Context: an optimization exercise on an open-source flow, tuned for small area, a short achievable clock period and few clock cycles. The choices shown serve that exercise and are no tape-out recipe.
Only simulation tests tie the RTL to the original design; equivalence was not proved.
No activity file was given, so power comes from the tool's default toggle rates.

Setup of lane 1:
Design ttt_main, start of the top module:
module ttt_main (
    input  logic                                reset,
    input  logic                                clock_fast,
    output logic [2:0]                          stage,
    input  logic [4-1:0]        processor_id_in,
    output logic [4-1:0]        processor_id_out,
    input  logic [4-1:0]     good_tokens_in,
    input  logic [4-1:0]     bad_tokens_in,
    output logic [1:0]                          token_startstop,
    output logic                                output_valid,
    input  logic [4:0]                          instruction,
    input  logic [6-1:0]        connection_id_in,
    input  logic [8-1:0]           prog_data
);
Size: roughly 3500 cells after synthesis, roughly 1100 flip-flops, roughly 43 I/O pins, roughly 47000 um2 of cells after synthesis.
export LEC_CHECK = 0
export ABC_CLOCK_PERIOD_IN_PS = 3000
export CAP_MARGIN = 30
export CORE_MARGIN = 2
export CORE_UTILIZATION = 40
export CTS_BUF_LIST = sky130_fd_sc_hd__clkbuf_16
export CTS_CLUSTER_DIAMETER = 60
export CTS_CLUSTER_SIZE = 20
export SETUP_SLACK_MARGIN = 3.0
export SLEW_MARGIN = 20
create_clock -name core_clock -period 6.5 [get_ports {clock_fast}]
run.sh (not shown) runs the stock make flow with config.mk's settings and CLKGATE_MAP_FILE= SYNTH_SCRIPT=/design/flow/synth_recipe.tcl, a recipe that flattens the netlist after the stock synthesis.
Lane 1 finished all stages; the layout is clean.
Testbench counts of lane 1, summed over its fixed seeds: cycles 4,393.
For lane 2, these inputs were changed with respect to lane 1:
--- a/flow/design.v
+++ b/flow/design.v
@@ -38,17 +38,16 @@
     logic        x_wt;
     logic [NP:0] x_hit;       
     logic [5:0]  x_cid;
     logic [7:0]  x_data;
     logic        x_neg;       
     logic [NP/2-1:0] y_hit;   
     logic [7:0]      y_data;
     logic          busy;        
-    logic          busy_o;      
     logic          r_first;     
     logic [NP-1:0] pend;        
     logic [5:0]    w_idx;       
     logic [5:0]    w_end;       
     logic          w_stop;      
     logic [3:0]    m_lo [2];
     logic [NG-1:0] m_hi [2];
     function automatic logic ge8(input logic [7:0] a, input logic [7:0] b);
@@ -99,45 +98,38 @@
             if (src_one[i]) begin
                 ld_first = ld_first | first[i];
                 ld_end = ld_end | first[i+1];
                 ld_id = ld_id | 4'(i);
                 ld_start = ld_start | act[i];
             end
         end
     end
-    logic [13:0]     rd_bank [2];    
+    logic [11:0]     rd_bank [2];
     logic [NP/2-1:0] bk_hit [2];     
     logic [1:0]      bk_x;
     logic [1:0]      bk_y;
     logic [7:0]      rd_wt [2];
     logic [NP/2-1:0] rd_hit [2];     
     logic [1:0]      rd_x;           
     logic [1:0]      rd_y;           
     always_comb begin
         for (int b = 0; b < 2; b++) begin
-            logic [13:0] grp [NG];
+            logic [11:0] grp [NG];
             rd_bank[b] = '0;
             for (int j = 0; j < NG; j++) begin
                 grp[j] = '0;
-                for (int k = 0; k < 4; k++) begin
-                    if (j * 4 + k < NH) begin
-                        logic [3:0] t;
-                        logic       v;
-                        t = tgt_mem[b][j*4+k];
-                        v = !(t[2] && (t[1] || t[0]));
-                        grp[j] = grp[j] | ({14{m_lo[b][k]}} &
-                                           {v && !t[3], v && t[3], t, wt_mem[b][j*4+k]});
-                    end
-                end
-                rd_bank[b] = rd_bank[b] | ({14{m_hi[b][j]}} & grp[j]);
+                for (int k = 0; k < 4; k++)
+                    if (j * 4 + k < NH)
+                        grp[j] = grp[j] | ({12{m_lo[b][k]}} & {tgt_mem[b][j*4+k], wt_mem[b][j*4+k]});
+                rd_bank[b] = rd_bank[b] | ({12{m_hi[b][j]}} & grp[j]);
             end
             for (int i = 0; i < NP / 2; i++) bk_hit[b][i] = (rd_bank[b][10:8] == 3'(i));
-            bk_x[b] = rd_bank[b][13];
-            bk_y[b] = rd_bank[b][12];
+            bk_x[b] = (|bk_hit[b]) && !rd_bank[b][11];
+            bk_y[b] = (|bk_hit[b]) && rd_bank[b][11];
         end
         rd_wt[0]  = w_idx[0] ? rd_bank[1][7:0] : rd_bank[0][7:0];
         rd_wt[1]  = w_idx[0] ? rd_bank[0][7:0] : rd_bank[1][7:0];
         rd_hit[0] = w_idx[0] ? bk_hit[1] : bk_hit[0];
         rd_hit[1] = w_idx[0] ? bk_hit[0] : bk_hit[1];
         rd_x = w_idx[0] ? {bk_x[0], bk_x[1]} : bk_x;
         rd_y = w_idx[0] ? {bk_y[0], bk_y[1]} : bk_y;
     end
@@ -333,16 +325,10 @@
         else tgt_code = 4'd7;
     end
     always_ff @(posedge clock_fast) begin
         for (int i = 0; i < NC; i++) begin
             if (x_tgt && x_cid == 6'(i)) tgt_mem[i % 2][i / 2] <= tgt_code;
             if (x_wt && x_cid == 6'(i)) wt_mem[i % 2][i / 2] <= x_data;
         end
     end
-    always_ff @(posedge clock_fast) begin
-        if (reset) busy_o <= 1'b0;
-        else if (!busy) busy_o <= is_adv;
-        else if (r_first) busy_o <= (act_now != act);
-        else if (!have_src && last_step) busy_o <= 1'b0;
-    end
-    assign stage = {2'b00, busy_o};
+    assign stage = {2'b00, busy};
 endmodule
Notes after the runs:
Lane 2 finished end to end and its layout was clean on timing, DRC and antenna.
Diff lane 1 -> lane 2: slack of the critical path dropped 0.031 ns; synthesized-area fraction occupied by adder cells comparable; sequential power went up; cell-internal power saw an increase.
Of lane 2 and lane 1, lane 1 shows the lower portion of the clock cycle consumed by the worst path in the final layout, with lane 2 above it.
On proportion of final cell area spent on non-clock buffers, lane 2 and lane 1 are neck and neck.
From lane 1 to lane 2 the numbers moved as follows: global-route track usage on met2 dropped 0.36 points; overall power climbed 8.1%; area growth from synthesis to layout has decreased; average wire per cell in the routed design went up.
Footprint of the multi-input gates was lower in lane 2 than in lane 1.
Re x dimension of the die: lane 2 is 2.2 um down on lane 1.
Testbench counts of lane 2, summed over its fixed seeds: cycles 4,393.

==> separate check: timing with driven ports <==
No port has a modelled driver above. Below, the same layouts with a new extraction and two added sets of constraints.
Step 1: set_driving_cell puts a clkbuf_16 on clock_fast and a buf_2 on each other input, an assumption about the parent block.
Step 2, shift: input delay + t, output delay - t, t = (earliest + latest rising clock arrival at the registers) / 2. This alone moves slack from input paths to output paths.
Three values: no drivers, after step 1, after step 2; two values: the first two.
run	t (ns)	setup WS [ns]	cell pins on the clock port's net
lane 1	0.742	3.052 / 3.052 / 2.609	1
lane 2	0.744	3.021 / 2.994 / 2.643	1
After both steps every run listed still meets setup and hold. For lane 1, which loses most, drivers alone change the setup slack by 0.000 ns; drivers and shift together by -0.443 ns.
